This design comes from an exercise in tuning for small area, a short achievable clock period and few clock cycles on the open sky130 flow, not from production work.
In this exercise RTL edits were held to simulation tests only and were not proved equivalent to the original.
No activity file was given, so power comes from the tool's default toggle rates.

==> flow/design.v <==
package ksl_pkg;
    localparam int CAPACITY   = 32;
    localparam int FLOOR_BITS = 6;
    localparam int TIME_BITS  = 32;
    localparam int OCC_BITS   = 6;
    localparam int ADDR_BITS  = (CAPACITY > 1) ? $clog2(CAPACITY) : 1;
    localparam int IDX_BITS   = $clog2(CAPACITY + 1);
    localparam int ENTRY_BITS = FLOOR_BITS + TIME_BITS;
    localparam int RESULT_BITS  = 2 + TIME_BITS + OCC_BITS + OCC_BITS + 1;
    localparam logic [OCC_BITS-1:0] SLOTS_RESET = OCC_BITS'(32);
    typedef enum logic {
        CMD_ADD    = 1'b0,
        CMD_REMOVE = 1'b1
    } command_t;
    typedef enum logic [1:0] {
        STAT_ADDED   = 2'd0,
        STAT_FULL    = 2'd1,
        STAT_REMOVED = 2'd2,
        STAT_DONE    = 2'd3
    } status_t;
    typedef struct packed {
        status_t               status;
        logic [TIME_BITS-1:0]  removed_time;
        logic [OCC_BITS-1:0]   occupancy;
        logic [OCC_BITS-1:0]   removed_count;
        logic                  last;
    } result_t;
endpackage
module ksl_ram #(
    parameter int DEPTH = 32,
    parameter int WIDTH = 38,
    parameter int GROUP = 8
) (
    input  logic                   clk,
    input  logic [DEPTH-1:0]       wr_en,
    input  logic [WIDTH-1:0]       wr_data,
    input  logic [DEPTH-1:0]       rd_local,    
    input  logic [DEPTH/GROUP-1:0] rd_group,    
    output logic [WIDTH-1:0]       rd_data,
    output logic [DEPTH*WIDTH-1:0] words_o
);
    localparam int NG = DEPTH / GROUP;
    logic [WIDTH-1:0] mem [DEPTH];
    logic [WIDTH-1:0] grp_data [NG];
    always_ff @(posedge clk)
    begin
        for (int i = 0; i < DEPTH; i++)
        begin
            if (wr_en[i])
            begin
                mem[i] <= wr_data;
            end
        end
    end
    always_comb
    begin
        for (int g = 0; g < NG; g++)
        begin
            grp_data[g] = '0;
            for (int j = 0; j < GROUP; j++)
            begin
                grp_data[g] = grp_data[g] | (mem[g*GROUP+j] & {WIDTH{rd_local[g*GROUP+j]}});
            end
        end
        rd_data = '0;
        for (int g = 0; g < NG; g++)
        begin
            rd_data = rd_data | (grp_data[g] & {WIDTH{rd_group[g]}});
        end
    end
    genvar w;
    generate
        for (w = 0; w < DEPTH; w++)
        begin : g_words
            assign words_o[w*WIDTH +: WIDTH] = mem[w];
        end
    endgenerate
endmodule
import ksl_pkg::*;
module ksl_ctrl
(
    input  logic                      clk,
    input  logic                      rst_n,
    input  logic [CAPACITY-1:0]       slot_mask,
    input  logic                      in_valid,
    output logic                      in_stall,
    input  logic                      command,
    input  logic [FLOOR_BITS-1:0]     key_floor,
    input  logic [TIME_BITS-1:0]      entry_time,
    input  logic [CAPACITY*FLOOR_BITS-1:0] keys,
    output logic [CAPACITY-1:0]       wr_en,
    output logic [FLOOR_BITS-1:0]     wr_key,
    output logic [TIME_BITS-1:0]      wr_time,
    output logic [CAPACITY-1:0]       rd_local,
    output logic [CAPACITY/8-1:0]     rd_group,
    input  logic [TIME_BITS-1:0]      rd_time,
    output logic                      out_valid,
    input  logic                      out_stall,
    output logic [RESULT_BITS-1:0]    result_o
);
    localparam int GROUP = 8;
    localparam int NG    = CAPACITY / GROUP;
    logic                  av_reg;
    logic                  acmd_reg;
    logic [FLOOR_BITS-1:0] akey_reg;
    logic [TIME_BITS-1:0]  atime_reg;
    logic                  rv_reg;        
    logic                  rcmd_reg;      
    logic                  rfull_reg;     
    logic [CAPACITY-1:0]   match_reg;     
    logic [OCC_BITS-1:0]   rcnt_reg;      
    logic [CAPACITY-1:0]   valid_reg;
    logic [OCC_BITS-1:0]   count_reg;
    logic                  stall_reg;
    logic                  ov_reg;
    ksl_pkg::result_t      res_reg;
    logic                  kv_reg;
    logic [1:0]            k_status_reg;
    logic [OCC_BITS-1:0]   k_occ_reg;
    logic [OCC_BITS-1:0]   k_rc_reg;
    logic [CAPACITY-1:0]   free_vec, free_1h, cand;
    logic [CAPACITY-1:0]   loc_1h, pick_1h;
    logic [NG-1:0]         grp_any, grp_1h;
    logic                  any_free, match_any, match_multi;
    assign free_vec = ~valid_reg & slot_mask;
    always_comb
    begin
        for (int i = 0; i < CAPACITY; i++)
        begin
            free_1h[i] = free_vec[i];
            for (int j = 0; j < i; j++)
            begin
                free_1h[i] = free_1h[i] & ~free_vec[j];
            end
        end
    end
    always_comb
    begin
        for (int g = 0; g < NG; g++)
        begin
            grp_any[g] = |match_reg[g*GROUP +: GROUP];
            for (int j = 0; j < GROUP; j++)
            begin
                loc_1h[g*GROUP+j] = match_reg[g*GROUP+j];
                for (int k = 0; k < j; k++)
                begin
                    loc_1h[g*GROUP+j] = loc_1h[g*GROUP+j] & ~match_reg[g*GROUP+k];
                end
            end
        end
        for (int g = 0; g < NG; g++)
        begin
            grp_1h[g] = grp_any[g];
            for (int h = 0; h < g; h++)
            begin
                grp_1h[g] = grp_1h[g] & ~grp_any[h];
            end
        end
        for (int i = 0; i < CAPACITY; i++)
        begin
            pick_1h[i] = loc_1h[i] & grp_1h[i/GROUP];
        end
    end
    assign any_free    = |free_vec;
    assign match_any   = |grp_any;
    assign match_multi = |(match_reg & ~pick_1h);
    always_comb
    begin
        for (int i = 0; i < CAPACITY; i++)
        begin
            cand[i] = valid_reg[i] & slot_mask[i]
                      & (keys[i*FLOOR_BITS +: FLOOR_BITS] == akey_reg);
        end
    end
    logic                  out_free;
    logic                  accept, issue, issue_add, complete, removal;
    logic                  kv_next, av_next, rv_next, more_next;
    logic [OCC_BITS-1:0]   count_inc, count_dec;
    ksl_pkg::result_t      core_res;
    assign out_free  = !ov_reg || !out_stall;
    assign accept    = in_valid && !stall_reg;
    assign complete  = rv_reg && !kv_reg && !match_any;
    assign removal   = rv_reg && !kv_reg && match_any && out_free;
    assign issue     = av_reg && (!rv_reg || complete);
    assign issue_add = issue && !acmd_reg && any_free;
    assign wr_en    = free_1h;
    assign wr_key   = akey_reg;
    assign wr_time  = atime_reg;
    assign rd_local = loc_1h;
    assign rd_group = grp_1h;
    assign count_inc = count_reg + 1'b1;
    assign count_dec = count_reg - 1'b1;
    always_comb
    begin
        core_res.status        = ksl_pkg::status_t'({rcmd_reg, rcmd_reg ? !match_any : rfull_reg});
        core_res.removed_time  = rd_time;
        core_res.occupancy     = match_any ? count_dec : count_reg;
        core_res.removed_count = match_any ? '0 : rcnt_reg;
        core_res.last          = !match_any;
    end
    assign kv_next   = !out_free && (kv_reg || complete);
    assign av_next   = accept || (av_reg && !issue);
    assign rv_next   = issue || (rv_reg && !complete);
    assign more_next = issue ? (acmd_reg && |cand)
                             : (removal ? match_multi : match_any);
    always_ff @(posedge clk or negedge rst_n)
    begin
        if (!rst_n)
        begin
            av_reg    <= 1'b0;
            rv_reg    <= 1'b0;
            valid_reg <= '0;
            count_reg <= '0;
            stall_reg <= 1'b0;
            ov_reg    <= 1'b0;
            kv_reg    <= 1'b0;
        end
        else
        begin
            av_reg    <= av_next;
            rv_reg    <= rv_next;
            valid_reg <= (valid_reg | (issue_add ? free_1h : '0)) & ~(removal ? pick_1h : '0);
            if (issue_add)
            begin
                count_reg <= count_inc;
            end
            else if (removal)
            begin
                count_reg <= count_dec;
            end
            stall_reg <= av_next && rv_next && (kv_next || more_next);
            if (out_free)
            begin
                ov_reg <= kv_reg || rv_reg;
            end
            kv_reg    <= kv_next;
        end
    end
    always_ff @(posedge clk)
    begin
        if (!stall_reg)
        begin
            acmd_reg  <= command;
            akey_reg  <= key_floor;
            atime_reg <= entry_time;
        end
        if (issue)
        begin
            rcmd_reg  <= acmd_reg;
            rfull_reg <= !any_free;
            match_reg <= acmd_reg ? cand : '0;
            rcnt_reg  <= '0;
        end
        else if (removal)
        begin
            match_reg <= match_reg & ~pick_1h;
            rcnt_reg  <= rcnt_reg + 1'b1;
        end
        if (out_free)
        begin
            if (kv_reg)
            begin
                res_reg.status        <= ksl_pkg::status_t'(k_status_reg);
                res_reg.removed_time  <= '0;
                res_reg.occupancy     <= k_occ_reg;
                res_reg.removed_count <= k_rc_reg;
                res_reg.last          <= 1'b1;
            end
            else
            begin
                res_reg <= core_res;
            end
        end
        if (!kv_reg)
        begin
            k_status_reg <= core_res.status;
            k_occ_reg    <= core_res.occupancy;
            k_rc_reg     <= core_res.removed_count;
        end
    end
    assign in_stall  = stall_reg;
    assign out_valid = ov_reg;
    assign result_o  = res_reg;
endmodule
import ksl_pkg::*;
module keyed_slot_table_top
(
    input  logic                  clk,
    input  logic                  rst_n,
    input  logic                  in_valid,
    output logic                  in_stall,
    input  logic                  command,
    input  logic [FLOOR_BITS-1:0] key_floor,
    input  logic [TIME_BITS-1:0]  entry_time,
    output logic                  out_valid,
    input  logic                  out_stall,
    output logic [1:0]            status,
    output logic [TIME_BITS-1:0]  removed_time,
    output logic [OCC_BITS-1:0]   occupancy,
    output logic [OCC_BITS-1:0]   removed_count,
    output logic                  last,
    input  logic                  cfg_valid,
    output logic                  cfg_ready,
    input  logic [OCC_BITS-1:0]   cfg_data
);
    logic [CAPACITY-1:0]            slot_mask;
    logic [CAPACITY-1:0]            wr_en;
    logic [CAPACITY-1:0]            rd_local;
    logic [CAPACITY/8-1:0]          rd_group;
    logic [FLOOR_BITS-1:0]          wr_key;
    logic [TIME_BITS-1:0]           wr_time;
    logic [TIME_BITS-1:0]           rd_time;
    logic [CAPACITY*FLOOR_BITS-1:0] keys;
    logic [FLOOR_BITS-1:0]          key_rd_unused;
    logic [CAPACITY*TIME_BITS-1:0]  times_unused;
    ksl_pkg::result_t               result;
    assign cfg_ready = 1'b1;
    always_ff @(posedge clk or negedge rst_n)
    begin
        if (!rst_n)
        begin
            slot_mask <= '1;
        end
        else if (cfg_valid && cfg_ready)
        begin
            for (int i = 0; i < CAPACITY; i++)
            begin
                slot_mask[i] <= (cfg_data > OCC_BITS'(i));
            end
        end
    end
    ksl_ram #(
        .DEPTH (CAPACITY),
        .WIDTH (FLOOR_BITS)
    ) u_keys (
        .clk     (clk),
        .wr_en   (wr_en),
        .wr_data  (wr_key),
        .rd_local ('0),
        .rd_group ('0),
        .rd_data (key_rd_unused),
        .words_o (keys)
    );
    ksl_ram #(
        .DEPTH (CAPACITY),
        .WIDTH (TIME_BITS)
    ) u_times (
        .clk     (clk),
        .wr_en   (wr_en),
        .wr_data  (wr_time),
        .rd_local (rd_local),
        .rd_group (rd_group),
        .rd_data (rd_time),
        .words_o (times_unused)
    );
    ksl_ctrl u_ctrl (
        .clk       (clk),
        .rst_n     (rst_n),
        .slot_mask (slot_mask),
        .in_valid  (in_valid),
        .in_stall  (in_stall),
        .command   (command),
        .key_floor (key_floor),
        .entry_time(entry_time),
        .keys      (keys),
        .wr_en     (wr_en),
        .wr_key    (wr_key),
        .wr_time   (wr_time),
        .rd_local  (rd_local),
        .rd_group  (rd_group),
        .rd_time   (rd_time),
        .out_valid (out_valid),
        .out_stall (out_stall),
        .result_o  (result)
    );
    assign status        = result.status;
    assign removed_time  = result.removed_time;
    assign occupancy     = result.occupancy;
    assign removed_count = result.removed_count;
    assign last          = result.last;
endmodule
==> flow/run.sh <==
#!/bin/bash
# synth_recipe.tcl (not shown) runs the flow's synth.tcl, then flattens the netlist and writes it again
# the make line also repeats each setting of config.mk as NAME=value (left out here)
make -C /OpenROAD-flow-scripts/flow DESIGN_CONFIG=/design/flow/config.mk WORK_HOME=/design/flow/orfs CLKGATE_MAP_FILE= SYNTH_SCRIPT=/design/flow/synth_recipe.tcl finish
==> flow/config.mk <==
export PLATFORM = sky130hd
export DESIGN_NAME = keyed_slot_table_top
export DESIGN_NICKNAME = keyed_slot_table_top
export VERILOG_FILES = /design/flow/design.v
export SDC_FILE = /design/flow/constraint.sdc
export NUM_CORES = 4
export LEC_CHECK = 0
export ABC_CLOCK_PERIOD_IN_PS = 3000
export CAP_MARGIN = 20
export CORE_MARGIN = 2
export CORE_UTILIZATION = 45
export CTS_CLUSTER_DIAMETER = 80
export CTS_CLUSTER_SIZE = 24
export SETUP_SLACK_MARGIN = 5
export SLEW_MARGIN = 20
==> flow/constraint.sdc <==
create_clock -name core_clock -period 8.0 [get_ports {clk}]
set_input_delay 1.6000 -clock core_clock [delete_from_list [all_inputs] [get_ports {clk}]]
set_output_delay 1.6000 -clock core_clock [all_outputs]
set_load 0.01 [all_outputs]
==> results.cfg, run 1 <==
[clock_tree]
cts.clk_slew.worst_paths_ps = 100
cts_tree = yes
clk_path_buf_depth = 3
cts_made_buffers = 72
cts-root-buf = clkbuf_16
clk_latency_ps = 680
h-tree-depth = 3
clock_sinks = 1431

[floorplan]
dieWidth_um = 352
placementRows = 127
design.die.area_um2 = 124000
core_um2 = 120000
initial_core_util_pct = 45.3
dieHeight_um = 352
num_io_pins = 100

[placement]
hpwl_um = 81800
place_inst = 4955
io_buffers = 98
gp_congestion = 0.864

[run]
max-cap-violations = 0

[power_and_ir_drop]
peakVddDrop_v = 0.000187
power_density_nw_per_um2 = 221
power.static_leakage_nw = 19.5

[timing]
fmax_ghz = 0.329
clock_skew_ps = 30.3
slew-limit-headroom_pct = 24.6
setup_tns_ps = 0
rsz0062_at_grt = true
finalSetupViolCount = 0
hold_viol_final = 0
finalMaxSlewViolations = 0
fin_crit_sh_pct = 38.0
period_minus_slack_ps = 3040
worst_pin_slew_ps = 1130

[yosys]
ys_seq_area_share_pct = 78.0
synth_most_common_cell = edfxtp_1
synth_top_cell_by_area = edfxtp_1
synth_flop_cell = edfxtp_1
syn_inst = 3371
ys_warn_count = 8
avgSynthCellArea_um2 = 16.1
synth_common_cells = edfxtp_1 (1336), nand2_1 (264), clkbuf_1 (182)
synth_edf_count = 1336
ys_seq_elements = 1431
synthArstFlopShare_pct = 5.24
yosys.area.top_type_share_pct = 73.8
ys_types = 76
synth_area_leaders = edfxtp_1 (74%), a22oi_1 (2.2%), a221oi_1 (2.0%)
syn_area_um2 = 54400
synth_nets = 3424

[drt]
drcViolationCount = 0
routed_wl_um = 155000
drtAntennaViolNets = 0
vias_per_cell = 6.22
via_count = 32300
dr.first_iter.drc_count = 4586
routedWlPerCell_um = 29.9
drt-pass1-iter-count = 8

[finish]
fillCellCount = 9782
largest_register_ff_count = 1024
nets = 3603
drive_gt1_share_pct = 14.5
layoutNonFillerInstCount = 5193
syn2layout_area_growth_pct = 14.4

[worst_setup_path]
ff2ff_path_depth = 7
worst-path-max-fanout = 32
regToRegEndpoint = u_ctrl.res_reg[17]
worstPathCellList = or4_4 > or2_2 > a21o_2 > buf_12 > o211ai_1 > nor3_1 > nor2_1
criticalPathCategory = reg2reg
cp.required_ps = 8530
cp-startpoint = u_ctrl.match_reg[1]
endpoint_kind = register
cp_slowest_cell = o211ai_1
cp-start-kind = register
max_stage_delay_ps = 770
critPathArrivalTime_ps = 3570
rrSetupSlack_ps = 4960
reg2reg_from = u_ctrl.match_reg[1]

[grt]
grt.overflow.total = 0
grt_pass1_wl_um = 218000
grt_usage_pct = 24.4
grt_pass1_vias = 30400
grt_start_max_net_pins = 76
antenna_found_initial = 5

[hold_path]
worstHoldEndpoint = u_ctrl.k_rc_reg[2]
hold_depth = 2
hp-class = reg2reg
hp-start = u_ctrl.k_rc_reg[2]

[status]
status = finished clean
==> worst max path at each step <==
stage / to / slack (ps) / cells past startpoint
3_5_place_dp: u_times.mem[22][21] / 3860 / 7
2_1_floorplan: u_keys.mem[25][0] / 4780 / 7
6_report: u_ctrl.res_reg[17] / 4960 / 7
4_1_cts: removed_time[12] / 4920 / 1
3_3_place_gp: u_times.mem[22][27] / 3940 / 7
5_1_grt: u_ctrl.valid_reg[29] / 4920 / 12
==> cell usage in the layout (no fill, tap or decap), types with 35 or more instances in the layout <==
cell | Yosys | layout
xor2_1 | 97 | 97
a31oi_1 | 96 | 88
a221oi_1 | 127 | 107
a21oi_1 | 72 | 70
dfrtp_1 | 43 | 42
a222oi_1 | 95 | 95
nand3_1 | 39 | 35
nand2_1 | 264 | 259
clkbuf_16 | 0 | 83
nor4_1 | 43 | 36
buf_12 | 0 | 35
nand4_1 | 38 | 38
o211ai_1 | 68 | 68
clkdlybuf4s50_1 | 0 | 47
a22oi_1 | 161 | 161
o21ai_0 | 109 | 108
xnor2_1 | 109 | 109
nor2_1 | 146 | 120
edfxtp_1 | 1336 | 1336
buf_4 | 2 | 115
==> repair_timing <==
item,in CTS,in global routing
gates cloned,12,8
endpoints found under the setup margin,904,577
gates resized for setup,273,77
pin swaps,35,39
buffers inserted,65,31
hold buffers,0,0
==> worst max-delay path, delay by kind of cell, from the launching register on <==
kind,cells,cell delay [ps]
simple gates,4,1220
compound gates,2,1060
flops,1,410
buf+inv,1,200
==> layer usage <==
| metal | share of wire [%] | global-route usage, % | vias to the layer above |
|---|---|---|---|
| met5 | 0.017 | 0 | - |
| met4 | 2.8 | 6.73 | 4 |
| met3 | 8.0 | 3.12 | 177 |
| met2 | 47 | 39.0 | 1611 |
| met1 | 42 | 35.4 | 16800 |
| li1 | - | - | 13800 |
==> kinds of logic (layout without fill, tap and decap cells) <==
group / Yosys count / count (layout) / share of synthesized area [%]
AO/OA/AOI/OAI: 789 / 790 / 10.6
other: 1 / 2 / 0.00689
AND/OR/NAND/NOR: 695 / 697 / 6.12
multiplexers: 2 / 2 / 0.0391
buffers and inverters: 242 / 448 / 1.76
flip-flops: 1431 / 1431 / 78.0
XOR/XNOR: 206 / 206 / 3.32
adder cells (fa/ha/maj): 5 / 5 / 0.106
==> area by class of cell <==
cell class              instances  area (um2)  area share, %
clock inverters                12         176          0.284
diodes                          1        2.50        0.00402
flip-flops and latches       1431       42400           68.2
inverters                      26         101          0.163
repair buffers                317        3590           5.78
well taps                    1612        2020           3.24
multi-input cells            1701       12000           19.2
clock buffers                  92        1930           3.10
repair inverters                1        7.51         0.0121
==> power by group <==
group	leakage, nW	switching, mW	internal (mW)
Clock	1.02	2.37	1.75
Combinational	5.43	0.641	0.350
Sequential	13.1	0.209	8.43
Total	19.5	3.21	10.5
==> through the flow <==
step / util [%] / hold WS, ps / instance area, um2 / worst slack [ps] / total power [mW]
3_5_place_dp: 48.1 / 457 / 57700 / 3860 / 9.73
2_1_floorplan: - / 424 / 54700 / 4780 / 9.23
6_report: 51.9 / 468 / 62200 / 4960 / 13.7
4_1_cts: 51.1 / 479 / 61300 / 4920 / 13.8
5_1_grt: 51.9 / 504 / 62200 / 4920 / 14.1
3_3_place_gp: 48.0 / 448 / 57600 / 3940 / 9.71
Testbench counts, summed over its fixed seeds: cycles 5,727.
==> run 2, diff against run 1 <==
--- a/flow/config.mk
+++ b/flow/config.mk
@@ -10,6 +10,4 @@
 export CORE_MARGIN = 2
 export CORE_UTILIZATION = 45
-export CTS_CLUSTER_DIAMETER = 80
-export CTS_CLUSTER_SIZE = 24
-export SETUP_SLACK_MARGIN = 5
+export SETUP_SLACK_MARGIN = 4.8
 export SLEW_MARGIN = 20
==> run 2 against run 1 <==
  * Still clean
  * Total power grew 19%
  * Worst hold slack got worse by 4.6 ps
  * Non-clock buffer count fell by 80
  * Synthesized cell count did not move
  * Design area up 1.8%
  * Sequential cell count is the same
  * Register-to-register slack lost 160 ps
  * Die area unchanged
  * Combinational power shrank 8.6%
  * Maximum frequency decreased by 5.0%
  * Sequential share of layout area down 1.2 points
  * Critical path type unchanged
  * Largest cell class unchanged
  * Largest power group unchanged
  * Highest routed layer is now met4
==> results.cfg, run 2 <==
[timing]
rsz0062_at_grt = true
finalMaxSlewViolations = 0
fin_crit_sh_pct = 40.0
setup_tns_ps = 0
period_minus_slack_ps = 3200
worst_pin_slew_ps = 1120
fmax_ghz = 0.313
hold_viol_final = 0
timing.final.ws_setup_ps = 4800
slew-limit-headroom_pct = 25.6
finalSetupViolCount = 0
clock_skew_ps = 21.1

[clock_tree]
clk_path_buf_depth = 3
clock_sinks = 1431
clk_latency_ps = 740
cts_tree = yes
ctsHoldBuffers = 0
cts-root-buf = clkbuf_16
cts_made_buffers = 146
cts.clk_slew.worst_paths_ps = 60
h-tree-depth = 4

[placement]
io_buffers = 98
pre_cts_ws_ps = 3770
gp_congestion = 0.849
hpwl_um = 80000

[finish]
syn2layout_area_growth_pct = 16.5
drive_gt1_share_pct = 13.1
seqCellArea_um2 = 42400
final_cell_mix = edfxtp_1 (1336), nand2_1 (261), a22oi_1 (161)
largest_register_ff_count = 1024
layout_commonest_cell = edfxtp_1
fillCellCount = 9681
fin_util_pct = 52.8
multi_input_area_um2 = 11600
nets = 3596

[floorplan]
placementRows = 127
design.die.area_um2 = 124000
dieHeight_um = 352
dieWidth_um = 352
core_um2 = 120000
initial_core_util_pct = 45.3
num_io_pins = 100

[yosys]
synth_area_leaders = edfxtp_1 (74%), a22oi_1 (2.2%), a221oi_1 (2.0%)
ys_seq_area_share_pct = 78.0
synth_nets = 3424
syn_inst = 3371
yosys.area.top_type_share_pct = 73.8
synth_most_common_cell = edfxtp_1
ys_seq_elements = 1431
synth_flop_cell = edfxtp_1
synth_edf_count = 1336
avgSynthCellArea_um2 = 16.1
synthArstFlopShare_pct = 5.24
ys_warn_count = 8
syn_area_um2 = 54400
synth_common_cells = edfxtp_1 (1336), nand2_1 (264), clkbuf_1 (182)
ys_types = 76
synth_top_cell_by_area = edfxtp_1

[power_and_ir_drop]
peakVddDrop_v = 0.000232
power_density_nw_per_um2 = 258
power.static_leakage_nw = 20.1

[drt]
route.met3.wl_um = 11300
drt-pass1-iter-count = 6
dr.first_iter.drc_count = 4129
drtAntennaViolNets = 0
wl_met1_um = 62400
routedWlPerCell_um = 27.7
routed_wl_um = 146000
via_count = 31800
top_layer = met4
drcViolationCount = 0
vias_per_cell = 6.03
wl_met2_um = 68600

[hold_path]
worstHoldEndpoint = u_ctrl.k_occ_reg[4]
hold_depth = 2
hp-start = u_ctrl.k_occ_reg[4]
hp-class = reg2reg

[worst_setup_path]
endpoint_kind = register
cp-start-kind = register
regToRegEndpoint = u_ctrl.res_reg[27]
rrSetupSlack_ps = 4800
critPathArrivalTime_ps = 3670
worst-path-max-fanout = 40
criticalPathCategory = reg2reg
cp.required_ps = 8480
reg2reg_from = u_ctrl.match_reg[17]
ff2ff_path_depth = 8

[grt]
grt_pass1_wl_um = 211000
grt_usage_pct = 23.5
grt_pass1_vias = 30600
grt_start_max_net_pins = 76
grt.overflow.total = 0
antenna_found_initial = 1

[run]
max-cap-violations = 0

[status]
status = finished clean
==> run 2: cell types whose count changed in the layout (fill, tap and decap cells not counted), moves of 10 or more <==
cell,before,now
clkbuf_16,83,152
a221oi_2,19,9
clkinv_2,1,22
clkbuf_1,17,35
clkdlybuf4s15_1,14,2
buf_4,115,80
bufinv_16,0,15
buf_12,35,10
clkinv_1,1,30
dlygate4sd2_1,6,46
buf_2,24,1
a221oi_1,107,118
==> run 2: what timing repair did <==
item | CTS | global route
pin swaps | 14 | 5
resized for setup | 121 | 28
setup endpoints to repair | 833 | 559
buffers inserted | 26 | 4
gates cloned | 3 | 0
==> run 2: worst max-delay path: stages, from the launching register on <==
cell	delay, ps
edfxtp_1	370
buf_6	240
or4_4	610
nor4b_4	290
buf_4	210
or2_4	590
a31oi_1	130
nor3_1	400
nor2_1	80
==> run 2: layer usage <==
metal,track usage (%),vias to the layer above
met5,0,-
met4,7.63,0
met3,3.60,220
met2,37.2,1410
met1,33.6,16400
li1,-,13800
==> run 2: area by class of cell <==
type / instances / area share [%]
repair inverters: 1 / 0.0119
inverters: 26 / 0.160
clock inverters: 78 / 1.32
diodes: 1 / 0.00395
well taps: 1612 / 3.18
repair buffers: 237 / 3.75
flip-flops and latches: 1431 / 67.0
clock buffers: 188 / 6.23
multi-input cells: 1700 / 18.4
==> run 2: worst max path at each step <==
stage	startpoint	slack (ps)	to	cells after the start
2_1_floorplan	u_ctrl.valid_reg[6]	4650	u_keys.mem[25][0]	7
6_report	u_ctrl.match_reg[17]	4800	u_ctrl.res_reg[27]	8
4_1_cts	u_ctrl.match_reg[1]	4770	u_ctrl.res_reg[31]	8
5_1_grt	u_ctrl.match_reg[17]	4720	u_ctrl.res_reg[27]	8
3_5_place_dp	out_stall	3770	u_ctrl.match_reg[1]	4
3_3_place_gp	out_stall	3820	u_ctrl.match_reg[9]	4
==> run 2: logic make-up (layout without fill, tap and decap cells) <==
kind of cell / Yosys count / after routing / synth area share [%]
buffers and inverters: 242 / 530 / 1.76
muxes: 2 / 2 / 0.0391
and+or+nand+nor: 695 / 696 / 6.12
other: 1 / 2 / 0.00689
xor gates and xnor gates: 206 / 206 / 3.32
AOI/OAI and AO/OA: 789 / 790 / 10.6
DFF: 1431 / 1431 / 78.0
adders and majority gates: 5 / 5 / 0.106
==> run 2: metrics by stage <==
stage	cells	total power, mW	cell area (um2)	hold WS [ps]
CTS	5251	16.4	62900	470
floorplan	3371	9.23	54600	424
global placement	4954	9.68	57600	445
finish	5274	16.3	63300	464
detailed placement	4956	9.70	57600	455
global route	5273	16.8	63300	487
==> run 2: report_power, final <==
part | switching (mW) | internal [mW] | total, mW
combinational | 0.591 | 0.315 | 0.906
sequential | 0.196 | 8.44 | 8.64
clock | 2.82 | 3.98 | 6.80
==> run 3, diff against run 2 <==
--- a/flow/design.v
+++ b/flow/design.v
@@ -184,5 +184,5 @@
     assign issue     = av_reg && (!rv_reg || complete);
     assign issue_add = issue && !acmd_reg && any_free;
-    assign wr_en    = free_1h;
+    assign wr_en    = ~valid_reg;
     assign wr_key   = akey_reg;
     assign wr_time  = atime_reg;
@@ -304,4 +304,5 @@
     input  logic [OCC_BITS-1:0]   cfg_data
 );
+    logic [OCC_BITS-1:0]            slots_reg;
     logic [CAPACITY-1:0]            slot_mask;
     logic [CAPACITY-1:0]            wr_en;
@@ -320,12 +321,16 @@
         if (!rst_n)
         begin
-            slot_mask <= '1;
+            slots_reg <= SLOTS_RESET;
         end
         else if (cfg_valid && cfg_ready)
         begin
-            for (int i = 0; i < CAPACITY; i++)
-            begin
-                slot_mask[i] <= (cfg_data > OCC_BITS'(i));
-            end
+            slots_reg <= cfg_data;
+        end
+    end
+    always_comb
+    begin
+        for (int i = 0; i < CAPACITY; i++)
+        begin
+            slot_mask[i] = (slots_reg > OCC_BITS'(i));
         end
     end
--- a/flow/config.mk
+++ b/flow/config.mk
@@ -6,8 +6,11 @@
 export NUM_CORES = 4
 export LEC_CHECK = 0
+export ABC_AREA = 1
 export ABC_CLOCK_PERIOD_IN_PS = 3000
 export CAP_MARGIN = 20
 export CORE_MARGIN = 2
 export CORE_UTILIZATION = 45
-export SETUP_SLACK_MARGIN = 4.8
+export CTS_CLUSTER_DIAMETER = 80
+export CTS_CLUSTER_SIZE = 28
+export SETUP_SLACK_MARGIN = 5
 export SLEW_MARGIN = 20
==> run 3 against run 2 <==
  * Design area down 2.8%
  * Die area up 2.4%
  * Clock-buffer cell count down 111
  * Synthesized cell count up 32%
  * Clock power down 39%
  * Setup slack better by 120 ps
  * Clock skew up 32 ps
  * Combinational power up 28%
  * Routed wire length up 5.0%
  * Synthesized area up 2.5%
==> results.cfg, run 3 <==
[yosys]
ys_seq_elements = 1405
synth_flop_cell = edfxtp_1
synth_common_cells = edfxtp_1 (1336), nand2_1 (1307), inv_1 (323)
synth_most_common_cell = edfxtp_1
synth_top_cell_by_area = edfxtp_1
synth_edf_count = 1336
ys_seq_area_share_pct = 74.9
avgSynthCellArea_um2 = 12.5
yosys.area.top_type_share_pct = 72.0
syn_area_um2 = 55700
synthArstFlopShare_pct = 3.49
syn_inst = 4459
ys_warn_count = 8
synth_area_leaders = edfxtp_1 (72%), nand2_1 (8.8%), inv_1 (2.2%)
ys_types = 57
synth_nets = 4512

[power_and_ir_drop]
power.static_leakage_nw = 22.0
power_density_nw_per_um2 = 226
peakVddDrop_v = 0.000200

[worst_setup_path]
worst-path-max-fanout = 1
max_stage_delay_ps = 560
cp-start-kind = register
criticalPathCategory = reg2out
endpoint_kind = output pin
critical_path_buf_inv_count = 1
worst_path_dominant_cell_family = flip-flops
cp.required_ps = 6400
worstPathCellList = buf_2
critPathArrivalTime_ps = 1480
cp-startpoint = u_ctrl.res_reg[15]
cp_slowest_cell = edfxtp_1
reg2reg_from = u_ctrl.match_reg[25]

[grt]
antenna_found_initial = 6
grt_pass1_wl_um = 223000
grt_usage_pct = 24.1
grt.overflow.total = 0
grt_use_met3_pct = 4.02
gr-max-usage-layer = met2
met1_usage_pct = 35.4
grt_start_max_net_pins = 64
grt.met2_usage_pct = 37.7
grt_pass1_vias = 32600

[timing]
fin_crit_sh_pct = 38.5
finalMaxSlewViolations = 0
fmax_ghz = 0.324
slew-limit-headroom_pct = 22.1
hold_viol_final = 0
clock_skew_ps = 53.3
rsz0062_at_grt = true
worst_pin_slew_ps = 1160
period_minus_slack_ps = 3080
finalSetupViolCount = 0
setup_tns_ps = 0
holdWs_ps = 469

[placement]
io_buffers = 98
hpwl_um = 89200
gp_congestion = 0.853
place_area_um2 = 59000

[clock_tree]
cts.clk_slew.worst_paths_ps = 100
cts_tree = yes
cts_made_buffers = 68
clk_latency_ps = 720
cts-root-buf = clkbuf_16
clk_path_buf_depth = 3
ctsHoldBuffers = 0
clock_sinks = 1405
h-tree-depth = 3

[finish]
antenna_cells = 0
final_cell_mix = edfxtp_1 (1336), nand2_1 (1301), inv_1 (284)
drive_gt1_share_pct = 8.54
largest_register_ff_count = 1024
syn2layout_area_growth_pct = 10.5
nets = 4647
layout_commonest_cell = edfxtp_1
final_area_um2 = 61600

[floorplan]
num_io_pins = 100
core_um2 = 123000
dieWidth_um = 356
placementRows = 129
dieHeight_um = 356
design.die.area_um2 = 127000
initial_core_util_pct = 45.2

[drt]
drcViolationCount = 0
via_count = 34800
drt-pass1-iter-count = 6
routed_wl_um = 154000
dr.first_iter.drc_count = 4422
drtAntennaViolNets = 0
routedWlPerCell_um = 24.5
vias_per_cell = 5.57

[hold_path]
hp-class = reg2reg
hp-start = u_ctrl.k_status_reg[0]

[status]
status = finished clean

[run]
max-cap-violations = 0
[run 3: logic make-up (layout without fill, tap and decap cells)]
logic type      Yosys count  in the layout  synth area share [%]
simple gates           2026           2029                  15.5
flops                  1405           1405                  74.9
fa+ha+maj                 3              3                0.0673
xor+xnor                 44             44                 0.691
buf+inv                 517            678                  3.67
compound gates          463            463                  5.20
other cells               1              1               0.00673
[run 3: layout make-up]
| class | instances | area (um2) |
|---|---|---|
| fillers | 10700 | 61700 |
| flip-flops and latches | 1405 | 41800 |
| multi-input cells | 2540 | 12200 |
| repair buffers | 234 | 2080 |
| well taps | 1637 | 2050 |
| clock buffers | 77 | 1800 |
| inverters | 344 | 1320 |
| clock inverters | 22 | 344 |
| repair inverters | 1 | 7.51 |
[run 3: through the flow]
step                      std cells  setup WS [ps]  power [mW]  util, %
after floorplan                4459           5010        9.38        -
after global placement         6126           3570        9.92     47.8
after detailed placement       6128           3430        9.94     47.8
after CTS                      6250           4910        14.0     49.8
after global routing           6260           4900        14.3     49.9
final                          6260           4920        13.9     49.9
[run 3: path summary, 6_finish.rpt]
check	end	depth (start not counted)	slack, ps
min reg2reg	u_ctrl.k_status_reg[0]	2	470
max in group asynchronous	u_ctrl.kv_reg	2	6410
min	u_ctrl.k_status_reg[0]	2	470
max	removed_time[2]	1	4920
min in group asynchronous	slots_reg[4]	2	1020
max reg2reg	u_ctrl.res_reg[40]	12	5110
[run 3: worst min-delay path, stage by stage (launching register included)]
cell	delay (ps)
dfxtp_1	310
nand2_1	50
nand2_1	60
[run 3: timing repair]
action	4_1_cts	5_1_grt
gates cloned	4	0
hold endpoints to repair	0	0
pin swaps	8	6
setup buffers	19	7
gates resized for setup	159	39
endpoints found under the setup margin	187	95
[run 3: routing by layer]
metal | wire [um] | vias up
met4 | 3570 | 2
li1 | - | 15900
met5 | 86 | -
met1 | 66300 | 17200
met3 | 13500 | 170
met2 | 70000 | 1542
[run 3: power breakdown]
part / leakage (nW) / switching (mW) / internal, mW
clock network: 1.03 / 2.39 / 1.73
registers: 13.2 / 0.155 / 8.45
logic: 7.83 / 0.842 / 0.320
Testbench counts of run 3, summed over its fixed seeds: cycles 5,727.
==> run 4, diff against run 3 <==
--- a/flow/config.mk
+++ b/flow/config.mk
@@ -6,5 +6,4 @@
 export NUM_CORES = 4
 export LEC_CHECK = 0
-export ABC_AREA = 1
 export ABC_CLOCK_PERIOD_IN_PS = 3000
 export CAP_MARGIN = 20
@@ -12,5 +11,5 @@
 export CORE_UTILIZATION = 45
 export CTS_CLUSTER_DIAMETER = 80
-export CTS_CLUSTER_SIZE = 28
+export CTS_CLUSTER_SIZE = 24
 export SETUP_SLACK_MARGIN = 5
 export SLEW_MARGIN = 20
==> run 4 against run 3 <==
  * Global-route usage down 2.5 points
  * Maximum frequency decreased by 0.12%
  * Die area fell by 3.7%
  * Cell count shrank 19%
  * Synthesized cell count fell by 24%
  * Clock-buffer cell count rose by 5
  * Clock skew down 12 ps
  * Setup slack lost 3.7 ps
  * Worst hold slack improved by 12 ps
==> results.cfg, run 4 <==
[grt]
met1_usage_pct = 33.8
grt.met2_usage_pct = 32.0
grt.overflow.total = 0
grt_use_met3_pct = 3.48
antenna_found_initial = 2
grt_pass1_vias = 28300
grt_usage_pct = 21.6
gr-max-usage-layer = met1
grt_start_max_net_pins = 75
grt_pass1_wl_um = 196000

[clock_tree]
h-tree-depth = 3
clk_path_buf_depth = 3
cts.clk_slew.worst_paths_ps = 100
cts_tree = yes
clk_latency_ps = 680
ctsHoldBuffers = 0
clock_sinks = 1405
cts_made_buffers = 71
cts-root-buf = clkbuf_16

[timing]
clock_skew_ps = 41.4
rsz0062_at_grt = true
hold_viol_final = 0
setup_tns_ps = 0
fmax_ghz = 0.324
fin_crit_sh_pct = 38.6
period_minus_slack_ps = 3090
finalSetupViolCount = 0
finalMaxSlewViolations = 0
slew-limit-headroom_pct = 23.0
worst_pin_slew_ps = 1150

[power_and_ir_drop]
peakVddDrop_v = 0.000188
seqPwrFrac_pct = 62.8
p_sw_mw = 3.43
power.static_leakage_nw = 19.9
p_int_mw = 11.0
power_density_nw_per_um2 = 237
switching_share_pct = 23.8
combPwrFrac_pct = 9.4
clockPowerShare_pct = 27.8

[yosys]
synth_most_common_cell = edfxtp_1
ys_types = 80
syn_area_um2 = 53600
synth_common_cells = edfxtp_1 (1336), nand2_1 (263), a22oi_1 (251)
syn_inst = 3369
synth_nets = 3422
avgSynthCellArea_um2 = 15.9
synth_area_leaders = edfxtp_1 (75%), a22oi_1 (3.5%), xnor2_1 (2.8%)
ys_seq_elements = 1405
ys_seq_area_share_pct = 77.8
synth_edf_count = 1336
yosys.area.top_type_share_pct = 74.8
synthArstFlopShare_pct = 3.49
synth_top_cell_by_area = edfxtp_1
synth_flop_cell = edfxtp_1
ys_warn_count = 8

[floorplan]
design.die.area_um2 = 122000
initial_core_util_pct = 45.4
core_um2 = 118000
dieWidth_um = 349
placementRows = 126
num_io_pins = 100
dieHeight_um = 349

[worst_setup_path]
crit_cells = 8
endpoint_kind = register
cp-start-kind = register
worst_path_dominant_cell_family = simple AND/OR/NAND/NOR gates
reg2reg_from = slots_reg[4]
worst_path_most_repeated_cell = or4_4
worstPathCellList = or4_4 > o21ai_4 > o2111ai_4 > a211o_1 > nor4_4 > nand4_4 > or4_4 > a22oi_2
cp-startpoint = slots_reg[4]
ff2ff_path_depth = 8
crit_path_end = u_ctrl.valid_reg[29]
critPathArrivalTime_ps = 3680
criticalPathCategory = reg2reg
cp_slowest_cell = or4_4
rrSetupSlack_ps = 4910
critical_path_buf_inv_count = 0
regToRegEndpoint = u_ctrl.valid_reg[29]
cp.required_ps = 8590
worst-path-max-fanout = 6
max_stage_delay_ps = 650

[finish]
largest_register_ff_count = 1024
final_cell_mix = edfxtp_1 (1336), nand2_1 (255), a22oi_1 (251)
final_area_um2 = 60700
layout_commonest_cell = edfxtp_1
syn2layout_area_growth_pct = 13.2
drive_gt1_share_pct = 13.2
nets = 3560
fillCellCount = 9551
fin_util_pct = 51.4

[status]
status = finished clean

[drt]
routedWlPerCell_um = 27.4
drcViolationCount = 0
via_count = 30700
routed_wl_um = 139000
drtAntennaViolNets = 0
drt-pass1-iter-count = 8
vias_per_cell = 6.05
dr.first_iter.drc_count = 3923

[hold_path]
hold_depth = 1
hp-class = reg2reg

[placement]
io_buffers = 98
gp_congestion = 0.858
hpwl_um = 79000
place_area_um2 = 56400

[run]
max-cap-violations = 0
-- run 4: changes by cell type in the layout (fill, tap and decap cells not counted), sizes merged, moves of 55 or more --
cell,previous run,this run
a22oi,58,253
inv,346,44
a221oi,40,130
a21oi,162,74
nor2,285,125
xnor2,23,173
nand2,1324,263
nand3,188,108
nand4,181,35
a31oi,3,73
nor4,3,58
-- run 4: kinds of logic (layout without fill, tap and decap cells) --
| kind of cell | Yosys count | count (layout) | share of synthesized area, % |
|---|---|---|---|
| other cells | 1 | 3 | 0.00699 |
| mux | 8 | 8 | 0.166 |
| xor+xnor | 208 | 208 | 3.40 |
| buf+inv | 256 | 417 | 1.84 |
| compound gates | 780 | 780 | 10.4 |
| simple gates | 705 | 705 | 6.23 |
| fa+ha+maj | 6 | 6 | 0.126 |
| flops | 1405 | 1405 | 77.8 |
-- run 4: worst min path at each step --
stage / from / to / slack (ps)
final: u_ctrl.k_status_reg[1] / u_ctrl.k_status_reg[1] / 480
after global placement: u_ctrl.k_occ_reg[1] / u_ctrl.k_occ_reg[1] / 450
after CTS: u_ctrl.k_status_reg[1] / u_ctrl.k_status_reg[1] / 480
after global routing: u_ctrl.k_status_reg[1] / u_ctrl.k_status_reg[1] / 510
after detailed placement: u_ctrl.k_status_reg[1] / u_ctrl.k_status_reg[1] / 460
after floorplan: u_ctrl.acmd_reg / u_ctrl.rcmd_reg / 420
-- run 4: what timing repair did --
item / in CTS / in global routing
resized for setup: 216 / 103
buffers inserted: 27 / 37
cloned: 2 / 9
endpoints found under the setup margin: 220 / 124
pin swaps: 17 / 27
-- run 4: power by group through the flow --
stage	Sequential, mW	Combinational [mW]	Clock, mW
global placement	9.26	1.15	0
finish	9.05	1.36	4.00
floorplan	9.19	0.672	0
global route	9.11	1.47	4.33
CTS	9.11	1.21	4.07
detailed placement	9.28	1.16	0
-- run 4: through the flow --
step           setup WS [ps]  hold WS, ps  instances  power [mW]
6_report                4910          481       5068        14.4
5_1_grt                 4860          506       5066        14.9
4_1_cts                 4960          482       4998        14.4
3_5_place_dp            3470          464       4873        10.4
3_3_place_gp            3720          451       4872        10.4
2_1_floorplan           5050          424       3369        9.86
-- run 4: layout make-up --
type	instances	area [um2]	share of cell area (%)
inverter	41	160	0.264
tap	1536	1920	3.17
clock buffer	82	1870	3.08
clock inverter	14	156	0.258
sequential	1405	41800	68.8
antenna	2	5.00	0.00824
timing repair buffer	280	2840	4.68
multi-input combinational	1708	12000	19.8
-- run 4: routing by layer --
metal	share of wire (%)	wire length (um)
met5	0	0
met4	1.7	2360
met3	8.3	11600
met2	45	62600
met1	45	62300
-- run 4: worst reg2reg max path: cells and delay by family, from the launching register on --
kind	cells	cell delay, ps
flops	1	540
compound gates	4	840
simple gates	4	1630
==> run 5, diff against run 4 <==
--- a/flow/design.v
+++ b/flow/design.v
@@ -110,4 +110,5 @@
     logic [CAPACITY-1:0]   match_reg;     
     logic [OCC_BITS-1:0]   rcnt_reg;      
+    logic [CAPACITY/8-1:0] grp_reg;       
     logic [CAPACITY-1:0]   valid_reg;
     logic [OCC_BITS-1:0]   count_reg;
@@ -121,5 +122,4 @@
     logic [CAPACITY-1:0]   free_vec, free_1h, cand;
     logic [CAPACITY-1:0]   loc_1h, pick_1h;
-    logic [NG-1:0]         grp_any, grp_1h;
     logic                  any_free, match_any, match_multi;
     assign free_vec = ~valid_reg & slot_mask;
@@ -135,9 +135,10 @@
         end
     end
+    logic [CAPACITY-1:0]   match_rest;
+    logic [NG-1:0]         grp_cand, grp_rest, grp_cand_1h, grp_rest_1h;
     always_comb
     begin
         for (int g = 0; g < NG; g++)
         begin
-            grp_any[g] = |match_reg[g*GROUP +: GROUP];
             for (int j = 0; j < GROUP; j++)
             begin
@@ -149,20 +150,28 @@
             end
         end
+        for (int i = 0; i < CAPACITY; i++)
+        begin
+            pick_1h[i] = loc_1h[i] & grp_reg[i/GROUP];
+        end
+        match_rest = match_reg & ~pick_1h;
         for (int g = 0; g < NG; g++)
         begin
-            grp_1h[g] = grp_any[g];
+            grp_cand[g] = |cand[g*GROUP +: GROUP];
+            grp_rest[g] = |match_rest[g*GROUP +: GROUP];
+        end
+        for (int g = 0; g < NG; g++)
+        begin
+            grp_cand_1h[g] = grp_cand[g];
+            grp_rest_1h[g] = grp_rest[g];
             for (int h = 0; h < g; h++)
             begin
-                grp_1h[g] = grp_1h[g] & ~grp_any[h];
+                grp_cand_1h[g] = grp_cand_1h[g] & ~grp_cand[h];
+                grp_rest_1h[g] = grp_rest_1h[g] & ~grp_rest[h];
             end
         end
-        for (int i = 0; i < CAPACITY; i++)
-        begin
-            pick_1h[i] = loc_1h[i] & grp_1h[i/GROUP];
-        end
     end
     assign any_free    = |free_vec;
-    assign match_any   = |grp_any;
-    assign match_multi = |(match_reg & ~pick_1h);
+    assign match_any   = |grp_reg;
+    assign match_multi = |grp_rest;
     always_comb
     begin
@@ -188,5 +197,5 @@
     assign wr_time  = atime_reg;
     assign rd_local = loc_1h;
-    assign rd_group = grp_1h;
+    assign rd_group = grp_reg;
     assign count_inc = count_reg + 1'b1;
     assign count_dec = count_reg - 1'b1;
@@ -202,5 +211,5 @@
     assign av_next   = accept || (av_reg && !issue);
     assign rv_next   = issue || (rv_reg && !complete);
-    assign more_next = issue ? (acmd_reg && |cand)
+    assign more_next = issue ? (acmd_reg && |grp_cand)
                              : (removal ? match_multi : match_any);
     always_ff @(posedge clk or negedge rst_n)
@@ -250,9 +259,11 @@
             rfull_reg <= !any_free;
             match_reg <= acmd_reg ? cand : '0;
+            grp_reg   <= acmd_reg ? grp_cand_1h : '0;
             rcnt_reg  <= '0;
         end
         else if (removal)
         begin
-            match_reg <= match_reg & ~pick_1h;
+            match_reg <= match_rest;
+            grp_reg   <= grp_rest_1h;
             rcnt_reg  <= rcnt_reg + 1'b1;
         end
--- a/flow/config.mk
+++ b/flow/config.mk
@@ -11,5 +11,6 @@
 export CORE_UTILIZATION = 45
 export CTS_CLUSTER_DIAMETER = 80
-export CTS_CLUSTER_SIZE = 24
+export CTS_CLUSTER_SIZE = 28
+export PLACE_DENSITY = 0.75
 export SETUP_SLACK_MARGIN = 5
 export SLEW_MARGIN = 20
==> run 5 against run 4 <==
  * Still clean
  * Die area rose by 0.46%
  * Design area is 2.8% lower
  * Cell count hardly changed
  * Largest power group unchanged
  * Highest routed layer unchanged
==> results.cfg, run 5 <==
[status]
status = finished clean

[timing]
fmax_ghz = 0.330
finalSetupViolCount = 0
setup_tns_ps = 0
hold_viol_final = 0
timing.final.ws_setup_ps = 4970
holdWs_ps = 482
clock_skew_ps = 33.4
period_minus_slack_ps = 3030
finalMaxSlewViolations = 0
rsz0062_at_grt = true
worst_pin_slew_ps = 1170
fin_crit_sh_pct = 37.9
slew-limit-headroom_pct = 21.9

[yosys]
synth_most_common_cell = edfxtp_1
ys_seq_area_share_pct = 77.7
yosys.area.top_type_share_pct = 74.7
synthArstFlopShare_pct = 3.48
ys_seq_elements = 1409
synth_nets = 3431
synth_area_leaders = edfxtp_1 (75%), a22oi_1 (2.5%), xnor2_1 (2.4%)
ys_warn_count = 8
synth_flop_cell = edfxtp_1
synth_edf_count = 1340
syn_area_um2 = 53900
avgSynthCellArea_um2 = 16.0
ys_types = 87
synth_common_cells = edfxtp_1 (1340), nand2_1 (334), clkbuf_1 (187)
synth_top_cell_by_area = edfxtp_1
syn_inst = 3378

[finish]
final_area_um2 = 59000
drive_gt1_share_pct = 8.71
layout_commonest_cell = edfxtp_1
syn2layout_area_growth_pct = 9.51
final_cell_mix = edfxtp_1 (1340), nand2_1 (331), a22oi_1 (183)
fin_util_pct = 49.9
largest_register_ff_count = 1024
fillCellCount = 9455
antenna_cells = 0
seqCellArea_um2 = 41900
multi_input_area_um2 = 11200
layoutNonFillerInstCount = 5067
nets = 3494

[floorplan]
dieHeight_um = 350
design.die.area_um2 = 123000
placementRows = 126
initial_core_util_pct = 45.5
num_io_pins = 100
core_um2 = 118000
dieWidth_um = 350

[worst_setup_path]
cp-start-kind = register
rrSetupSlack_ps = 5080
ff2ff_path_depth = 8
worstPathCellList = buf_2
worst-path-max-fanout = 1
criticalPathCategory = reg2out
crit_cells = 1
critPathArrivalTime_ps = 1430
endpoint_kind = output pin
cp_slowest_cell = edfxtp_1
cp.required_ps = 6400
critical_path_buf_inv_count = 1
max_stage_delay_ps = 530
worst_path_dominant_cell_family = flip-flops

[grt]
grt_use_met3_pct = 3.62
grt.met2_usage_pct = 32.7
grt_usage_pct = 19.9
grt_start_max_net_pins = 72
met1_usage_pct = 27.3
grt_pass1_wl_um = 185000
gr-max-usage-layer = met2
antenna_found_initial = 0
grt_pass1_vias = 29600
grt.overflow.total = 0

[hold_path]
hold_depth = 2
hp-class = reg2reg

[clock_tree]
cts_made_buffers = 58
cts_tree = yes
clock_sinks = 1409
clk_latency_ps = 700
clk_path_buf_depth = 3
cts-root-buf = clkbuf_16
ctsHoldBuffers = 0
h-tree-depth = 2
cts.clk_slew.worst_paths_ps = 110

[placement]
io_buffers = 98
pre_cts_ws_ps = 4080
place_inst = 4938
place_area_um2 = 56700
hpwl_um = 73100
gp_congestion = 0.874

[drt]
vias_per_cell = 6.07
dr.first_iter.drc_count = 4621
routed_wl_um = 125000
via_count = 30800
drcViolationCount = 0
drtAntennaViolNets = 0
drt-pass1-iter-count = 10
routedWlPerCell_um = 24.7

[run]
max-cap-violations = 0

[power_and_ir_drop]
power_density_nw_per_um2 = 351
peakVddDrop_v = 0.000217
total_power_mw = 20.7
power.static_leakage_nw = 19.9
==> run 5: changes by cell type after synthesis, sizes merged, moves of 47 or more <==
| cell | before | now |
|---|---|---|
| a22oi | 253 | 183 |
| a222oi | 40 | 96 |
| a21oi | 74 | 137 |
| o21ai | 138 | 185 |
| nor2 | 125 | 43 |
| nand2 | 263 | 335 |
| a31oi | 73 | 22 |
==> run 5: cell families after synthesis <==
logic type,count (synthesis),synth area share (%)
DFF,1409,77.7
and+or+nand+nor,632,5.48
buffers and inverters,269,1.95
other,1,0.00696
xor gates and xnor gates,206,3.35
adders and majority gates,5,0.107
muxes,7,0.144
AOI/OAI and AO/OA,849,11.3
==> run 5: cell type report <==
cell class | instances | area share, %
clock buffers | 74 | 2.56
clock inverters | 12 | 0.242
inverters | 46 | 0.293
multi-input cells | 1701 | 19.0
flip-flops and latches | 1409 | 71.0
well taps | 1600 | 3.39
repair buffers | 225 | 3.55
==> run 5: worst paths after layout <==
| check | start | endpoint |
|---|---|---|
| worst min-delay path | u_ctrl.k_occ_reg[1] | u_ctrl.k_occ_reg[1] |
| worst min register to register | u_ctrl.k_occ_reg[1] | u_ctrl.k_occ_reg[1] |
| min in group asynchronous | rst_n | slots_reg[2] |
| max in group asynchronous | rst_n | slots_reg[1] |
| worst max register to register | slots_reg[1] | u_ctrl.stall_reg |
| worst max-delay path | u_ctrl.res_reg[14] | removed_time[1] |
==> run 5: layer usage <==
| layer | wire length (um) | vias up |
|---|---|---|
| met3 | 12200 | 179 |
| met5 | 0 | - |
| li1 | - | 13500 |
| met1 | 49900 | 15500 |
| met4 | 2700 | 0 |
| met2 | 60100 | 1593 |
==> run 5: where the power goes <==
part / internal, mW / switching, mW / total (mW)
clock: 1.40 / 2.13 / 3.53
sequential: 10.9 / 1.05 / 12.0
combinational: 1.77 / 3.43 / 5.20
total: 14.1 / 6.61 / 20.7
==> run 5: what timing repair did <==
item                                    in CTS  in global routing
cloned                                       1                  0
buffers inserted                            11                 11
endpoints found under the setup margin     169                 86
pin swaps                                    3                  7
endpoints found under the hold margin        0                  0
resized for setup                          183                 48
Testbench counts of run 5, summed over its fixed seeds: cycles 5,727.
==> run 6, diff against run 5 <==
--- a/flow/config.mk
+++ b/flow/config.mk
@@ -12,5 +12,4 @@
 export CTS_CLUSTER_DIAMETER = 80
 export CTS_CLUSTER_SIZE = 28
-export PLACE_DENSITY = 0.75
 export SETUP_SLACK_MARGIN = 5
 export SLEW_MARGIN = 20
==> run 6 against run 5 <==
  * Cell count increased by 0.16%
  * Design area increased by 0.41%
  * Critical endpoint is now removed_time[28]
  * Maximum frequency is 2.6% lower
  * Combinational power rose by 1%
  * Sequential share of layout area is 0.28 points lower
  * Register-to-register slack worse by 20 ps
  * Clock skew rose by 25 ps
  * Synthesized cell count did not move
  * Synthesized area stayed put
  * First-iteration DRC count shrank 26%
==> results.cfg, run 6 <==
[drt]
via_count = 29900
drt-pass1-iter-count = 6
top_layer = met4
wl_met2_um = 60000
dr.first_iter.drc_count = 3407
drcViolationCount = 0
routed_wl_um = 127000
wl_met1_um = 56200
route.met3.wl_um = 8550
drtAntennaViolNets = 0
vias_per_cell = 5.89
routedWlPerCell_um = 25.0

[finish]
fillCellCount = 9794
layout_commonest_cell = edfxtp_1
syn2layout_area_growth_pct = 9.96
drive_gt1_share_pct = 9.56
largest_register_ff_count = 1024
final_cell_mix = edfxtp_1 (1340), nand2_1 (331), o21ai_0 (182), a22oi_1 (182), xnor2_1 (145)
nets = 3501

[grt]
grt_start_max_net_pins = 72
grt.overflow.total = 0
grt_pass1_wl_um = 188000
grt_pass1_vias = 28700
antenna_found_initial = 1
grt_usage_pct = 20.4

[clock_tree]
clk_latency_ps = 760
clk_path_buf_depth = 3
h-tree-depth = 2
cts_tree = yes
ctsHoldBuffers = 0
cts-root-buf = clkbuf_16
cts_made_buffers = 60
cts.clk_slew.worst_paths_ps = 110
clock_sinks = 1409

[worst_setup_path]
reg2reg_from = slots_reg[0]
endpoint_kind = output pin
ff2ff_path_depth = 7
criticalPathCategory = reg2out
cp-startpoint = u_ctrl.res_reg[41]
max_stage_delay_ps = 560
worst-path-max-fanout = 1
crit_cells = 1
cp_slowest_cell = edfxtp_1
critPathArrivalTime_ps = 1510
critical_path_buf_inv_count = 1
cp.required_ps = 6400
worst_path_dominant_cell_family = flip-flops
cp-start-kind = register
worstPathCellList = buf_2

[timing]
clock_skew_ps = 58.4
fin_crit_sh_pct = 38.9
hold_viol_final = 0
fmax_ghz = 0.321
slew-limit-headroom_pct = 24.1
period_minus_slack_ps = 3110
finalMaxSlewViolations = 0
worst_pin_slew_ps = 1140
setup_tns_ps = 0
timing.final.ws_setup_ps = 4890
holdWs_ps = 477
finalSetupViolCount = 0
rsz0062_at_grt = true

[yosys]
avgSynthCellArea_um2 = 16.0
syn_inst = 3378
synthArstFlopShare_pct = 3.48
ys_warn_count = 8
synth_common_cells = edfxtp_1 (1340), nand2_1 (334), clkbuf_1 (187)
ys_types = 87
synth_most_common_cell = edfxtp_1
ys_seq_area_share_pct = 77.7
synth_area_leaders = edfxtp_1 (75%), a22oi_1 (2.5%), xnor2_1 (2.4%)
synth_edf_count = 1340
synth_top_cell_by_area = edfxtp_1
ys_seq_elements = 1409
yosys.area.top_type_share_pct = 74.7
syn_area_um2 = 53900
synth_nets = 3431
synth_flop_cell = edfxtp_1

[floorplan]
design.die.area_um2 = 123000
num_io_pins = 100
dieWidth_um = 350
initial_core_util_pct = 45.5
core_um2 = 118000
placementRows = 126
dieHeight_um = 350

[status]
status = finished clean

[hold_path]
hp-class = reg2reg
hold_depth = 2
hp-start = u_ctrl.k_occ_reg[2]

[placement]
pre_cts_ws_ps = 4030
io_buffers = 98
gp_congestion = 0.851
hpwl_um = 74200

[power_and_ir_drop]
total_power_mw = 20.9
power.static_leakage_nw = 20.0
peakVddDrop_v = 0.000238
power_density_nw_per_um2 = 352

[run]
max-cap-violations = 0
## run 6: cell counts after synthesis
Identical to the previous run, type by type.
## run 6: logic make-up (layout without fill, tap and decap cells)
family / count (synthesis) / count (layout) / share of synthesized area [%]
adder cells (fa/ha/maj): 5 / 5 / 0.107
flip-flops: 1409 / 1409 / 77.7
AND/OR/NAND/NOR: 632 / 632 / 5.48
multiplexers: 7 / 7 / 0.144
AO/OA/AOI/OAI: 849 / 849 / 11.3
XOR/XNOR: 206 / 206 / 3.35
other: 1 / 2 / 0.00696
buffers and inverters: 269 / 365 / 1.95
## run 6: path summary, 6_finish.rpt
kind / slack [ps] / endpoint
setup / recovery: 4890 / removed_time[28]
hold / removal: 480 / u_ctrl.k_occ_reg[2]
setup reg to reg: 5060 / u_ctrl.stall_reg
hold reg to reg: 480 / u_ctrl.k_occ_reg[2]
max in group asynchronous: 6450 / slots_reg[3]
min in group asynchronous: 990 / u_ctrl.valid_reg[29]
## run 6: through the flow
stage | utilization (%) | instances | area, um2
2_1_floorplan | - | 3378 | 53900
3_3_place_gp | 47.8 | 4931 | 56600
3_5_place_dp | 47.9 | 4932 | 56700
4_1_cts | 49.4 | 5027 | 58500
5_1_grt | 50.1 | 5074 | 59300
6_report | 50.1 | 5075 | 59300
## run 6: area by class of cell
cell class | count | area, um2 | share of cell area, %
Antenna cell | 1 | 2.50 | 0.00422
Sequential cell | 1409 | 41900 | 70.7
Tap cell | 1600 | 2000 | 3.38
Clock inverter | 16 | 248 | 0.418
Clock buffer | 72 | 1570 | 2.64
Multi-Input combinational cell | 1700 | 11200 | 18.9
Timing Repair Buffer | 231 | 2180 | 3.69
Inverter | 46 | 178 | 0.300
## run 6: timing repair
item                                    4_1_cts  5_1_grt
gates resized for setup                     196       56
pin swaps                                     2        8
endpoints found under the setup margin      181      132
buffers inserted                              7       17
## run 6: layer usage
metal / up-vias / global-route usage (%)
met1: 15300 / 29.5
met4: 0 / 4.47
met2: 963 / 33.0
met5: - / 0
li1: 13500 / -
met3: 113 / 2.88
## run 6: where the power goes
group	internal, mW	total [mW]	switching (mW)
registers	10.9	11.9	0.955
logic	1.78	5.26	3.48
clock network	1.48	3.74	2.27
## run 6: tightest hold or removal path: stages, from the launching register on
cell,delay (ps)
dfxtp_1,320
nand2_1,40
o21ai_0,80
==> run 7, diff against run 6 <==
--- a/flow/config.mk
+++ b/flow/config.mk
@@ -9,7 +9,8 @@
 export CAP_MARGIN = 20
 export CORE_MARGIN = 2
-export CORE_UTILIZATION = 45
+export CORE_UTILIZATION = 55
 export CTS_CLUSTER_DIAMETER = 80
 export CTS_CLUSTER_SIZE = 28
 export SETUP_SLACK_MARGIN = 5
 export SLEW_MARGIN = 20
+export TNS_END_PERCENT = 5
==> run 7 against run 6 <==
  * Non-clock buffer count decreased by 4
  * Via count increased by 2.0%
  * Sequential cell count unchanged
  * Largest cell class unchanged
==> results.cfg, run 7 <==
[status]
status = finished clean

[floorplan]
placementRows = 114
dieWidth_um = 317
num_io_pins = 100
core_um2 = 96900
dieHeight_um = 317
design.die.area_um2 = 101000
initial_core_util_pct = 55.7

[yosys]
synth_top_cell_by_area = edfxtp_1
ys_seq_elements = 1409
ys_warn_count = 8
synth-xor-area-share_pct = 3.35
synth_flop_cell = edfxtp_1
ys_types = 87
synth_common_cells = edfxtp_1 (1340), nand2_1 (334), clkbuf_1 (187)
syn_inst = 3378
syn_area_um2 = 53900
synth_area_leaders = edfxtp_1 (75%), a22oi_1 (2.5%), xnor2_1 (2.4%)
yosys.area.top_type_share_pct = 74.7
ys_seq_area_share_pct = 77.7
synth_edf_count = 1340
synth-simple-area-share_pct = 5.48
synth_top_family_by_area = compound AO/OA/AOI/OAI gates
synth_nets = 3431
avgSynthCellArea_um2 = 16.0
synthArstFlopShare_pct = 3.48
synthAdderAreaFrac_pct = 0.107
synth_most_common_cell = edfxtp_1
synth_compound_area_share_pct = 11.3
synthMuxAreaShare_pct = 0.144

[power_and_ir_drop]
switching_share_pct = 32.2
power_density_nw_per_um2 = 354
clockPowerShare_pct = 17.2
seqPwrFrac_pct = 57.0
combPwrFrac_pct = 25.8
peakVddDrop_v = 0.000242
p_int_mw = 14.1
power.static_leakage_nw = 20.0
p_sw_mw = 6.71

[grt]
grt_usage_pct = 25.8
grt.overflow.total = 0
grt_pass1_vias = 29500
grt_use_met3_pct = 3.76
antenna_found_initial = 0
met1_usage_pct = 37.7
gr-max-usage-layer = met2
grt_start_max_net_pins = 72
grt_pass1_wl_um = 191000
grt.met2_usage_pct = 41.5

[timing]
fmax_ghz = 0.312
finalMaxSlewViolations = 0
finalSetupViolCount = 0
clock_skew_ps = 24.0
slew-limit-headroom_pct = 28.9
worst_pin_slew_ps = 1070
hold_viol_final = 0
period_minus_slack_ps = 3210
holdWs_ps = 480
rsz0062_at_grt = true
fin_crit_sh_pct = 40.1
timing.final.ws_setup_ps = 4790
setup_tns_ps = 0

[worst_setup_path]
cp-start-kind = register
worst_path_dominant_cell_family = simple AND/OR/NAND/NOR gates
critPathArrivalTime_ps = 3750
worst-path-max-fanout = 34
criticalPathCategory = reg2reg
ff2ff_path_depth = 7
rrSetupSlack_ps = 4790
cp.required_ps = 8540
worst_path_most_repeated_cell = a21oi_1
endpoint_kind = register
worstPathCellList = or3_1 > nor3_1 > and3_4 > a222oi_1 > a21oi_1 > a21oi_1 > a21oi_1
cp_slowest_cell = and3_4
regToRegEndpoint = u_ctrl.res_reg[37]
reg2reg_from = u_ctrl.match_reg[2]
critical_path_buf_inv_count = 0
max_stage_delay_ps = 630

[finish]
seqCellArea_um2 = 41900
drive_gt1_share_pct = 7.61
largest_register_ff_count = 1024
syn2layout_area_growth_pct = 9.10
final_cell_mix = edfxtp_1 (1340), nand2_1 (332), a22oi_1 (182)
layout_commonest_cell = edfxtp_1
nets = 3495
fillCellCount = 7219
layoutNonFillerInstCount = 4743
multi_input_area_um2 = 11200
antenna_cells = 0

[placement]
pre_cts_ws_ps = 3990
hpwl_um = 75900
io_buffers = 98
gp_congestion = 0.852
place_inst = 4605

[hold_path]
hp-class = reg2reg
hold_depth = 2
hp-start = u_ctrl.k_occ_reg[5]
worstHoldEndpoint = u_ctrl.k_occ_reg[5]

[clock_tree]
clk_path_buf_depth = 3
clock_sinks = 1409
h-tree-depth = 2
clk_latency_ps = 700
cts_made_buffers = 58
ctsHoldBuffers = 0
cts_tree = yes
cts.clk_slew.worst_paths_ps = 120
cts-root-buf = clkbuf_16

[drt]
drtAntennaViolNets = 0
via_count = 30500
routedWlPerCell_um = 27.6
dr.first_iter.drc_count = 4141
vias_per_cell = 6.43
drt-pass1-iter-count = 9
routed_wl_um = 131000
drcViolationCount = 0

[run]
max-cap-violations = 0
## run 7: power by group through the flow
| stage | clock, mW | sequential [mW] | combinational [mW] |
|---|---|---|---|
| after detailed placement | 0 | 12.3 | 4.95 |
| after global placement | 0 | 12.2 | 4.85 |
| after CTS | 3.66 | 12.2 | 4.92 |
| after global routing | 3.88 | 12.1 | 5.87 |
| final | 3.58 | 11.9 | 5.39 |
| after floorplan | 0 | 11.9 | 3.08 |
## run 7: how the worst max path moves through the flow
stage                        start                 end  slack, ps  depth (start not counted)
3_3_place_gp             out_stall  u_ctrl.rcnt_reg[5]       4020                          6
5_1_grt          u_ctrl.res_reg[1]    removed_count[0]       4770                          1
3_5_place_dp             out_stall  u_ctrl.rcnt_reg[5]       3990                          6
2_1_floorplan            out_stall   u_ctrl.grp_reg[0]       5040                          5
4_1_cts          u_ctrl.res_reg[2]    removed_count[1]       4790                          1
6_report       u_ctrl.match_reg[2]  u_ctrl.res_reg[37]       4790                          7
## run 7: cell families after synthesis
logic type               Yosys count
multiplexers                       7
XOR/XNOR                         206
buffers and inverters            269
AND/OR/NAND/NOR                  632
flip-flops                      1409
other                              1
AO/OA/AOI/OAI                    849
adder cells (fa/ha/maj)            5
## run 7: tightest hold or removal path, delay by kind of cell, from the launching register on
kind            cells  cell delay, ps
flops               1             320
compound gates      1              80
simple gates        1              40
## run 7: layer usage
| metal | up-vias | share of wire, % | routed length (um) |
|---|---|---|---|
| met3 | 163 | 7.9 | 10400 |
| met2 | 1318 | 47 | 62000 |
| met1 | 15500 | 43 | 55800 |
| met4 | 0 | 2.0 | 2620 |
| li1 | 13500 | - | - |
| met5 | - | 0 | 0 |
## run 7: metrics by stage
| step | total power [mW] | area [um2] | util (%) |
|---|---|---|---|
| global placement | 17.0 | 56200 | 58.1 |
| CTS | 20.7 | 58000 | 59.9 |
| finish | 20.8 | 58800 | 60.7 |
| global route | 21.8 | 58800 | 60.7 |
| detailed placement | 17.3 | 56300 | 58.1 |
| floorplan | 14.9 | 53900 | - |
## run 7: cell type report
type / count / share of cell area [%]
clock buffer: 75 / 2.63
multi-input combinational: 1700 / 19.1
clock inverter: 10 / 0.219
timing repair buffer: 227 / 3.85
sequential: 1409 / 71.2
tap: 1276 / 2.71
inverter: 46 / 0.294
## run 7: repair_timing
action | CTS | global route
setup endpoints to repair | 169 | 160
setup buffers | 5 | 16
gates resized for setup | 72 | 40
pin swaps | 2 | 2

## static timing again, ports no longer ideal
No port has a modelled driver above. Below, the same layouts with a new extraction and two added sets of constraints. Step 1 assumes that a clkbuf_16 drives the clock port and a buf_2 every other input. Step 2 also shifts input and output timing later by t, the mid clock arrival at the registers, as if the neighbouring blocks saw the same clock. Three values: ideal, step 1, step 2; two values: the first two.
run	t, ns	setup slack, ns	latest minus earliest clock arrival (ns)
run 1	0.746	4.961 / 4.902 / 4.318	0.040 / 0.040
run 2	0.804	4.801 / 4.759 / 4.178	0.028 / 0.028
run 3	0.776	4.918 / 4.840 / 4.478	0.057 / 0.057
run 4	0.729	4.915 / 4.915 / 4.383	0.044 / 0.044
run 5	0.751	4.969 / 4.899 / 4.287	0.035 / 0.034
run 6	0.798	4.887 / 4.817 / 4.343	0.062 / 0.063
run 7	0.766	4.793 / 4.770 / 4.207	0.024 / 0.024
After both steps every run listed still meets setup and hold. For run 5, which loses most, drivers alone change the setup slack by -0.070 ns; drivers and shift together by -0.682 ns.
